Source: an optimization exercise on an open RTL-to-GDS flow (aim: small area and a short achievable clock period). Production flows keep margins and buffers that such runs may drop.
Where RTL was checked, it was by simulation tests only, not by an equivalence proof against the original.

==> inputs of quartz <==
==> flow/design.v <==
module fft_peak_detector (
  input  logic                clk,
  input  logic                rstn,
  input  logic                valid_in,
  input  logic [16*13-1:0]    din_re,
  input  logic [16*13-1:0]    din_im,
  output logic                peak_valid_o,
  output logic [8:0]          peak_idx_o,
  output logic [13:0]         peak_mag_o,
  output logic [15:0]         frame_cnt_o
);
  function automatic logic gt14(input logic [13:0] a, input logic [13:0] b);
    logic g;
    g = 1'b0;
    for (int i = 0; i < 14; i++) g = (a[i] & ~b[i]) | (a[i] & g) | (~b[i] & g);
    gt14 = g;
  endfunction
  logic        x_valid;
  logic [6:0]  x_lo [16];
  logic [6:0]  x_hi [16];
  logic [15:0] x_si;
  function automatic logic [6:0] add6(input logic [5:0] a, input logic [5:0] b, input logic ci);
    logic [6:0] c;
    logic [5:0] s;
    c[0] = ci;
    for (int i = 0; i < 6; i++) begin
      s[i]   = a[i] ^ b[i] ^ c[i];
      c[i+1] = (a[i] & b[i]) | (a[i] & c[i]) | (b[i] & c[i]);
    end
    add6 = {c[6], s};
  endfunction
  always_ff @(posedge clk) begin
    for (int l = 0; l < 16; l++) begin
      logic [12:0] re, im;
      logic [11:0] a, b;
      re = din_re[13*l +: 13];
      im = din_im[13*l +: 13];
      a = re[11:0] ^ {12{re[12]}};
      b = im[11:0] ^ {12{im[12]}};
      x_lo[l] <= add6(a[5:0], b[5:0], re[12]);
      x_hi[l] <= add6(a[11:6], b[11:6], 1'b0);
      x_si[l] <= im[12];
    end
  end
  function automatic logic [13:0] finish(input logic [6:0] lo, input logic [6:0] hi, input logic si);
    logic [13:0] v;
    logic [14:0] c;
    logic [13:0] m;
    v = {hi, lo[5:0]};
    c[0] = si;
    for (int i = 0; i < 14; i++) begin
      if (i == 6) begin
        m[i]   = v[i] ^ lo[6] ^ c[i];
        c[i+1] = (v[i] & lo[6]) | (v[i] & c[i]) | (lo[6] & c[i]);
      end else begin
        m[i]   = v[i] ^ c[i];
        c[i+1] = v[i] & c[i];
      end
    end
    finish = m;
  endfunction
  logic [13:0] m1 [16];
  logic [13:0] m2 [8];
  logic [0:0]  i2 [8];
  logic [13:0] m3 [4];
  logic [1:0]  i3 [4];
  always_comb begin
    for (int l = 0; l < 16; l++) m1[l] = finish(x_lo[l], x_hi[l], x_si[l]);
    for (int l = 0; l < 8; l++) begin
      i2[l] = gt14(m1[2*l+1], m1[2*l]);
      m2[l] = i2[l] ? m1[2*l+1] : m1[2*l];
    end
    for (int l = 0; l < 4; l++) begin
      if (gt14(m2[2*l+1], m2[2*l])) begin
        m3[l] = m2[2*l+1]; i3[l] = {1'b1, i2[2*l+1]};
      end else begin
        m3[l] = m2[2*l];   i3[l] = {1'b0, i2[2*l]};
      end
    end
  end
  logic        y_valid;
  logic [13:0] y_mag [4];
  logic [1:0]  y_lane [4];
  always_ff @(posedge clk) begin
    for (int q = 0; q < 4; q++) begin
      y_mag[q]  <= m3[q];
      y_lane[q] <= i3[q];
    end
  end
  logic [4:0]  beat;         
  logic        done;
  logic [13:0] run_mag;
  logic [8:0]  run_idx;
  logic        peak_valid;
  logic [8:0]  peak_idx;
  logic [13:0] peak_mag;
  logic [15:0] frame_cnt;
  always_ff @(posedge clk or negedge rstn) begin
    if (!rstn) begin
      x_valid <= 1'b0;
      y_valid <= 1'b0;
      beat    <= '0;
      done    <= 1'b0;
    end else begin
      x_valid <= valid_in;
      y_valid <= x_valid;
      if (y_valid) beat <= beat + 5'd1;
      done <= y_valid && (beat == 5'd31);
    end
  end
  logic [13:0] m4 [2];
  logic [2:0]  i4 [2];
  logic [13:0] best_mag;
  logic [3:0]  best_lane;
  always_comb begin
    for (int h = 0; h < 2; h++) begin
      if (gt14(y_mag[2*h+1], y_mag[2*h])) begin
        m4[h] = y_mag[2*h+1]; i4[h] = {1'b1, y_lane[2*h+1]};
      end else begin
        m4[h] = y_mag[2*h];   i4[h] = {1'b0, y_lane[2*h]};
      end
    end
    if (gt14(m4[1], m4[0])) begin
      best_mag = m4[1]; best_lane = {1'b1, i4[1]};
    end else begin
      best_mag = m4[0]; best_lane = {1'b0, i4[0]};
    end
  end
  always_ff @(posedge clk) begin
    if (y_valid && (beat == 5'd0 || gt14(best_mag, run_mag))) begin
      run_mag <= best_mag;
      run_idx <= {beat, best_lane};
    end
  end
  always_ff @(posedge clk or negedge rstn) begin
    if (!rstn) begin
      peak_valid <= 1'b0;
      peak_idx   <= '0;
      peak_mag   <= '0;
      frame_cnt  <= '0;
    end else begin
      peak_valid <= done;
      if (done) begin
        peak_idx  <= run_idx;
        peak_mag  <= run_mag;
        frame_cnt <= frame_cnt + 16'd1;
      end
    end
  end
  assign peak_valid_o = peak_valid;
  assign peak_idx_o   = peak_idx;
  assign peak_mag_o   = peak_mag;
  assign frame_cnt_o  = frame_cnt;
endmodule
==> flow/flow/run.sh <==
#!/bin/bash
# The standard layout (standard.sh) with three changes: buf_1 cells as the port buffers, an
# area-oriented ABC mapping script (flow/abc_area.script) for synthesis, and repair_timing
# aiming for a setup slack margin well above zero.
set -euo pipefail
export BUFFER_PORTS_ARGS="-buffer_cell sky130_fd_sc_hd__buf_1"
cp -r "$FLOW_HOME/scripts" scripts_custom
cp flow/abc_area.script scripts_custom/abc_area.script
bash standard.sh SCRIPTS_DIR="$PWD/scripts_custom" SETUP_SLACK_MARGIN=25.5 finish > standard.log 2>&1
==> flow/flow/abc_area.script <==
strash
&get -n
&fraig -x
&put
scorr
dc2
strash
&get -n
&dch -f
&nf -R 1000
&put
topo
stime -c
upsize -c -D 4000
dnsize -c -D 4000
==> flow/standard.sh <==
#!/bin/bash
# synth_recipe.tcl (not shown) runs the flow's synth.tcl, then flattens the netlist and writes it again
# the make line also repeats each setting of config.mk as NAME=value (left out here)
make -C /OpenROAD-flow-scripts/flow DESIGN_CONFIG=/design/flow/config.mk WORK_HOME=/design/flow/orfs CLKGATE_MAP_FILE= SYNTH_SCRIPT=/design/flow/synth_recipe.tcl "${@:-finish}"
==> flow/config.mk <==
export PLATFORM = sky130hd
export DESIGN_NAME = fft_peak_detector
export DESIGN_NICKNAME = fft_peak_detector
export VERILOG_FILES = /design/flow/design.v
export SDC_FILE = /design/flow/constraint.sdc
export NUM_CORES = 4
export LEC_CHECK = 0
export ABC_AREA = 1
export CAP_MARGIN = 20
export CORE_MARGIN = 2
export CORE_UTILIZATION = 40
export SLEW_MARGIN = 20
==> flow/constraint.sdc <==
create_clock -name core_clock -period 34.0 [get_ports {clk}]
set_input_delay 6.8000 -clock core_clock [delete_from_list [all_inputs] [get_ports {clk}]]
set_output_delay 6.8000 -clock core_clock [all_outputs]
set_load 0.01 [all_outputs]
==> inputs of maple, as changes to quartz <==
--- a/flow/design.v
+++ b/flow/design.v
@@ -18,10 +18,9 @@
   logic        x_valid;
-  logic [6:0]  x_lo [16];
-  logic [6:0]  x_hi [16];
+  logic [3:0]  x_s [16][4];
   logic [15:0] x_si;
-  function automatic logic [6:0] add6(input logic [5:0] a, input logic [5:0] b, input logic ci);
-    logic [6:0] c;
-    logic [5:0] s;
+  function automatic logic [3:0] add3(input logic [2:0] a, input logic [2:0] b, input logic ci);
+    logic [3:0] c;
+    logic [2:0] s;
     c[0] = ci;
-    for (int i = 0; i < 6; i++) begin
+    for (int i = 0; i < 3; i++) begin
       s[i]   = a[i] ^ b[i] ^ c[i];
@@ -29,3 +28,13 @@
     end
-    add6 = {c[6], s};
+    add3 = {c[3], s};
+  endfunction
+  function automatic logic [2:0] add2(input logic [1:0] a, input logic [1:0] b, input logic ci);
+    logic [2:0] c;
+    logic [1:0] s;
+    c[0] = ci;
+    for (int i = 0; i < 2; i++) begin
+      s[i]   = a[i] ^ b[i] ^ c[i];
+      c[i+1] = (a[i] & b[i]) | (a[i] & c[i]) | (b[i] & c[i]);
+    end
+    add2 = {c[2], s};
   endfunction
@@ -39,4 +48,4 @@
       b = im[11:0] ^ {12{im[12]}};
-      x_lo[l] <= add6(a[5:0], b[5:0], re[12]);
-      x_hi[l] <= add6(a[11:6], b[11:6], 1'b0);
+      x_s[l][0] <= {add2(a[2:1], b[2:1], re[0] ? b[0] : re[12]), re[0] ^ b[0]};
+      for (int k = 1; k < 4; k++) x_s[l][k] <= add3(a[3*k +: 3], b[3*k +: 3], 1'b0);
       x_si[l] <= im[12];
@@ -44,16 +53,15 @@
   end
-  function automatic logic [13:0] finish(input logic [6:0] lo, input logic [6:0] hi, input logic si);
+  function automatic logic [13:0] finish(input logic [3:0] s0, input logic [3:0] s1,
+                                         input logic [3:0] s2, input logic [3:0] s3,
+                                         input logic si);
     logic [13:0] v;
+    logic [13:0] w;
     logic [14:0] c;
     logic [13:0] m;
-    v = {hi, lo[5:0]};
+    v = {1'b0, s3[3], s3[2:0], s2[2:0], s1[2:0], s0[2:0]};
+    w = {1'b0, 3'd0, s2[3], 2'd0, s1[3], 2'd0, s0[3], 3'd0};
     c[0] = si;
     for (int i = 0; i < 14; i++) begin
-      if (i == 6) begin
-        m[i]   = v[i] ^ lo[6] ^ c[i];
-        c[i+1] = (v[i] & lo[6]) | (v[i] & c[i]) | (lo[6] & c[i]);
-      end else begin
-        m[i]   = v[i] ^ c[i];
-        c[i+1] = v[i] & c[i];
-      end
+      m[i]   = v[i] ^ w[i] ^ c[i];
+      c[i+1] = (v[i] & w[i]) | (v[i] & c[i]) | (w[i] & c[i]);
     end
@@ -67,3 +75,3 @@
   always_comb begin
-    for (int l = 0; l < 16; l++) m1[l] = finish(x_lo[l], x_hi[l], x_si[l]);
+    for (int l = 0; l < 16; l++) m1[l] = finish(x_s[l][0], x_s[l][1], x_s[l][2], x_s[l][3], x_si[l]);
     for (int l = 0; l < 8; l++) begin
@@ -81,9 +89,13 @@
   logic        y_valid;
+  logic [13:0] y_magx [4];
+  logic [1:0]  y_lane [4];
   logic [13:0] y_mag [4];
-  logic [1:0]  y_lane [4];
   always_ff @(posedge clk) begin
     for (int q = 0; q < 4; q++) begin
-      y_mag[q]  <= m3[q];
+      y_magx[q] <= (q % 2 == 1) ? ~m3[q] : m3[q];
       y_lane[q] <= i3[q];
     end
+  end
+  always_comb begin
+    for (int q = 0; q < 4; q++) y_mag[q] = (q % 2 == 1) ? ~y_magx[q] : y_magx[q];
   end
==> flow/flow/run.sh (replaced) <==
#!/bin/bash
# The standard layout (standard.sh) with these changes: buf_1 cells as the port buffers (buf_4
# for inputs with many loads, flow/port_buffers.tcl), an area-oriented ABC mapping script
# (flow/abc_area.script) for synthesis, and repair_timing aiming for a setup slack margin of
# 26.0 ns.
set -euo pipefail
export BUFFER_PORTS_ARGS="-buffer_cell sky130_fd_sc_hd__buf_1"
export POST_GLOBAL_PLACE_TCL="$PWD/flow/port_buffers.tcl"
cp -r "$FLOW_HOME/scripts" scripts_custom
cp flow/abc_area.script scripts_custom/abc_area.script
bash standard.sh SCRIPTS_DIR="$PWD/scripts_custom" SETUP_SLACK_MARGIN=26.0 finish > standard.log 2>&1
==> flow/flow/port_buffers.tcl (new file) <==
# After global placement: an input port buffer that drives many pins (the lanes' sign bits)
# is upsized from buf_1 to buf_4.
foreach inst [get_cells input*] {
  set out [get_pins -of_objects $inst -filter "direction == output"]
  set net [get_nets -of_objects $out]
  set loads [get_pins -of_objects $net -filter "direction == input"]
  if {[llength $loads] > 6} {
    replace_cell $inst sky130_fd_sc_hd__buf_4
  }
}
- CORE_UTILIZATION: 40 -> 60
- CTS_CLUSTER_DIAMETER: not set -> 80
- CTS_CLUSTER_SIZE: not set -> 30
==> impl_metrics.env <==
export IMPL_comb_power_mw=1.46
export IMPL_worst_ep_arrival_time_ps=9290
export IMPL_tightest_slew_ps=862
export IMPL_core_um2=57600
export IMPL_status="finished clean"
export IMPL_clock_buffers=57
export IMPL_final_cell_mix="buf_1, xor2_1, dfxtp_1"
export IMPL_crit_slowest_cell="fa_2"
the above is filed under quartz

==> impl_metrics.env <==
export IMPL_period_share_pct=23.4
export IMPL_core_um2=38700
export IMPL_final_cell_mix="buf_1, xor2_1, dfxtp_1"
export IMPL_tightest_slew_ps=712
export IMPL_status="finished clean"
export IMPL_crit_slowest_cell="dfrtp_1"
export IMPL_synthAdderAreaFrac_pct=29.3
export IMPL_comb_power_mw=1.67
export IMPL_p_int_mw=1.49
export IMPL_worst_ep_arrival_time_ps=1140
the above is filed under maple

Function not checked in quartz: the RTL went through the layout flow alone.

[re-timing with driven ports]
Ports are ideal in the flow. The routed layouts listed here were re-timed in OpenROAD. Step 1, drivers: a clkbuf_16 drives clk and a buf_2 each remaining input, both assumed. Step 2 times the ports against the registers' clock, not the clock port: input delays grow and output delays shrink by t, the midpoint of the rising clock arrivals with the driver on. a / b / c = ideal / step 1 / step 2; a / b = the first two.
run | t (ns) | setup WS [ns] | hold WS [ns] | clock arrival spread, ns
quartz | 0.617 | 25.208 / 25.217 / 24.599 | 0.371 / 0.371 / 0.371 | 0.012 / 0.013
maple | 0.593 | 26.057 / 26.000 / 25.712 | 0.378 / 0.378 / 0.378 | 0.024 / 0.023
After both steps every run listed still meets setup and hold. The setup slack of quartz, which loses most, moves by +0.009 ns with the drivers and by -0.609 ns with both steps.
